What follows belongs to an exercise in optimizing a design on an open flow for small area; a production flow would make more cautious choices.
Only simulation tests tie the RTL to the original design; equivalence was not proved.

==> flow/design.v <==
`default_nettype none
`default_nettype wire
`default_nettype none
module tsi_frame_counter (
	input  logic       clk,
	input  logic       reset,
	input  logic       input_valid,
	output logic [1:0] pos_chan,    
	output logic [2:0] pos_bit,     
	output logic       frame_end,
	output logic       played
);
	logic [4:0] count;
	assign pos_chan = count[4:3];
	assign pos_bit  = count[2:0];
	assign frame_end = input_valid && (count == 5'd31);
	always_ff @(posedge clk)
	begin
		if (reset)
		begin
			count  <= '0;    
			played <= 1'b0;  
		end
		else
		begin
			if (input_valid)
				count <= count + 1'b1;  
			if (frame_end)
				played <= 1'b1;
		end
	end
endmodule
`default_nettype wire
`default_nettype none
module tsi_conn_memory (
	input  logic        clk,
	input  logic        reset,
	input  logic [21:0] control,
	input  logic [1:0]  pos_chan,
	output logic [71:0] conn_words   
);
	logic [8:0] words [32];  
	logic       wr_en;
	logic [4:0] wr_addr;
	logic [15:0] wr_data;
	logic       wr_pat;
	logic [8:0] wr_code;
	assign wr_en   = control[21];
	assign wr_addr = control[20:16];
	assign wr_data = control[15:0];
	assign wr_pat = wr_data[13] && wr_data[15];
	always_comb
	begin
		wr_code = {!wr_pat, wr_data[7:0]};
		if (reset)
			wr_code[5] = 1'b0;
		else if (!wr_pat)
			wr_code[5] = wr_data[13];
		if (reset)
			wr_code[8] = 1'b1;
	end
	always_ff @(posedge clk)
	begin
		for (int i = 0; i < 32; i++)
		begin
			if (reset || (wr_en && (wr_addr == 5'(i))))
				words[i] <= wr_code;  
		end
	end
	for (genvar k = 0; k < 8; k++)
	begin : g_stream
		for (genvar j = 0; j < 9; j++)
		begin : g_bit
			tsi_mux4 u_sel (
				.d ({words[4*k + 3][j], words[4*k + 2][j], words[4*k + 1][j], words[4*k][j]}),
				.s (pos_chan),
				.y (conn_words[9*k + j])
			);
		end
	end
endmodule
`default_nettype wire
`default_nettype none
module tsi_speech_memory (
	input  logic        clk,
	input  logic        input_valid,
	input  logic [1:0]  pos_chan,
	input  logic [7:0]  stream_in,
	input  logic [39:0] src_slots,   
	output logic [7:0]  src_bits
);
	logic [55:0] line [8];
	logic [31:0] slot_bits;
	always_ff @(posedge clk)
	begin
		for (int k = 0; k < 8; k++)
		begin
			if (input_valid)
				line[k] <= {line[k][54:0], stream_in[k]};
		end
	end
	for (genvar k = 0; k < 8; k++)
	begin : g_slot_stream
		for (genvar cs = 0; cs < 4; cs++)
		begin : g_slot_chan
			tsi_mux4 u_tap (
				.d ({line[k][8*(7 - cs) - 1], line[k][8*(6 - cs) - 1],
				     line[k][8*(5 - cs) - 1], line[k][8*(4 - cs) - 1]}),
				.s (pos_chan),
				.y (slot_bits[4*k + cs])
			);
		end
	end
	for (genvar k = 0; k < 8; k++)
	begin : g_read
		tsi_mux32 u_read (
			.d (slot_bits),
			.s (src_slots[5*k +: 5]),
			.y (src_bits[k])
		);
	end
endmodule
`default_nettype wire
`default_nettype none
module tsi_output_select (
	input  logic        clk,
	input  logic        reset,
	input  logic        input_valid,
	input  logic        played,
	input  logic [1:0]  pos_chan,
	input  logic [2:0]  pos_bit,
	input  logic [71:0] conn_words,
	input  logic [7:0]  src_bits,
	output logic [7:0]  stream_out,
	output logic        sync
);
	logic [7:0] pat_lo;     
	logic [7:0] pat_hi;     
	logic [7:0] next_bits;  
	for (genvar k = 0; k < 8; k++)
	begin : g_pat
		tsi_mux4 u_lo (
			.d (conn_words[9*k +: 4]),
			.s (pos_bit[1:0]),
			.y (pat_lo[k])
		);
		tsi_mux4 u_hi (
			.d (conn_words[9*k + 4 +: 4]),
			.s (pos_bit[1:0]),
			.y (pat_hi[k])
		);
	end
	always_comb
	begin
		for (int k = 0; k < 8; k++)
		begin
			if (!played)
				next_bits[k] = 1'b0;                                
			else if (conn_words[9*k + 8])
				next_bits[k] = conn_words[9*k + 5] && src_bits[k];  
			else
				next_bits[k] = pos_bit[2] ? pat_hi[k] : pat_lo[k];  
		end
	end
	always_ff @(posedge clk)
	begin
		if (reset)
		begin
			stream_out <= '0;
			sync       <= 1'b0;
		end
		else
		begin
			if (input_valid)
				stream_out <= next_bits;
			sync <= input_valid && played && (pos_chan == 2'd0) && (pos_bit == 3'd0);
		end
	end
endmodule
`default_nettype wire
`default_nettype none
module tsi_switch (
	input  logic        clk,
	input  logic        reset,
	input  logic        input_valid,
	input  logic [21:0] control,      
	input  logic [7:0]  stream_in,
	output logic [7:0]  stream_out,
	output logic        sync
);
	logic [1:0] pos_chan;   
	logic [2:0] pos_bit;    
	logic frame_end;        
	logic played;           
	logic [71:0] conn_words;
	logic [39:0] src_slots;
	logic [7:0] src_bits;  
	always_comb
	begin
		for (int k = 0; k < 8; k++)
			src_slots[5*k +: 5] = conn_words[9*k +: 5];
	end
	tsi_frame_counter u_tsi_frame_counter (
		.clk         (clk),
		.reset       (reset),
		.input_valid (input_valid),
		.pos_chan    (pos_chan),
		.pos_bit     (pos_bit),
		.frame_end   (frame_end),
		.played      (played)
	);
	tsi_conn_memory u_tsi_conn_memory (
		.clk        (clk),
		.reset      (reset),
		.control    (control),
		.pos_chan   (pos_chan),
		.conn_words (conn_words)
	);
	tsi_speech_memory u_tsi_speech_memory (
		.clk         (clk),
		.input_valid (input_valid),
		.pos_chan    (pos_chan),
		.stream_in   (stream_in),
		.src_slots   (src_slots),
		.src_bits    (src_bits)
	);
	tsi_output_select u_tsi_output_select (
		.clk         (clk),
		.reset       (reset),
		.input_valid (input_valid),
		.played      (played),
		.pos_chan    (pos_chan),
		.pos_bit     (pos_bit),
		.conn_words  (conn_words),
		.src_bits    (src_bits),
		.stream_out  (stream_out),
		.sync        (sync)
	);
endmodule
module tsi_mux4 (
	input  logic [3:0] d,
	input  logic [1:0] s,
	output logic       y
);
	assign y = d[s];
endmodule
module tsi_mux32 (
	input  logic [31:0] d,
	input  logic [4:0]  s,
	output logic        y
);
	logic [7:0] l1;
	logic [1:0] l2;
	for (genvar g = 0; g < 8; g++)
	begin : g_l1
		tsi_mux4 u_l1 (.d (d[4*g +: 4]), .s (s[1:0]), .y (l1[g]));
	end
	for (genvar g = 0; g < 2; g++)
	begin : g_l2
		tsi_mux4 u_l2 (.d (l1[4*g +: 4]), .s (s[3:2]), .y (l2[g]));
	end
	assign y = s[4] ? l2[1] : l2[0];
endmodule
`default_nettype wire
clock: 8.0 ns
lec_check: 0
cap_margin: 20
core_margin: 2
core_utilization: 60
cts_buf_list: sky130_fd_sc_hd__clkbuf_8
cts_cluster_diameter: 60
cts_cluster_size: 16
place_density: 0.75
slew_margin: 20
synth_hierarchical: 1
synth_minimum_keep_size: 0
run.sh (not shown) runs the stock make flow with config.mk's settings and CLKGATE_MAP_FILE= SYNTH_SCRIPT=/design/flow/synth_recipe.tcl, a recipe that flattens the netlist after the stock synthesis.
Then changed:
==> flow/flow/run.sh (new file) <==
#!/bin/bash
# standard layout, with clock tree synthesis told not to add dummy loads
export CTS_ARGS="-sink_clustering_enable -repair_clock_nets -dont_use_dummy_load -buf_list sky130_fd_sc_hd__clkbuf_8 -sink_clustering_size 16 -sink_clustering_max_diameter 60"
bash standard.sh finish > standard.log 2>&1
==> flow/standard.sh (new file) <==
#!/bin/bash
# synth_recipe.tcl (not shown) runs the flow's synth.tcl, then flattens the netlist and writes it again
# the make line also repeats each setting of config.mk as NAME=value (left out here)
make -C /OpenROAD-flow-scripts/flow DESIGN_CONFIG=/design/flow/config.mk WORK_HOME=/design/flow/orfs CLKGATE_MAP_FILE= SYNTH_SCRIPT=/design/flow/synth_recipe.tcl "${@:-finish}"
removed: flow/run.sh
What happened:
- The new run passed the timing, DRC and antenna checks
- critical path depth is unchanged
- area after synthesis is unchanged
- final cell count goes down slightly
- clock-buffer cell count goes down by 3

afterwards: timing with drivers on the ports:
The results above use ideal ports. As a check the final layouts listed here were re-extracted and re-timed, cells and wires unchanged. Step 1 assumes that a clkbuf_16 drives the clock port and a buf_2 every other input. Step 2 also shifts input and output timing later by t, the mid clock arrival at the registers, as if the neighbouring blocks saw the same clock. a / b / c = no drivers / after step 1 / after step 2; a / b = the first two.
run | shift t [ns] | slack for setup (ns) | pins driven straight from the clock port
the first run | 0.701 | 4.260 / 4.260 / 4.046 | 1
the second run | 0.689 | 4.204 / 4.204 / 4.074 | 1
After both steps setup and hold are still met in every run listed. For the first run, which loses most, drivers alone change the setup slack by 0.000 ns; drivers and shift together by -0.214 ns.
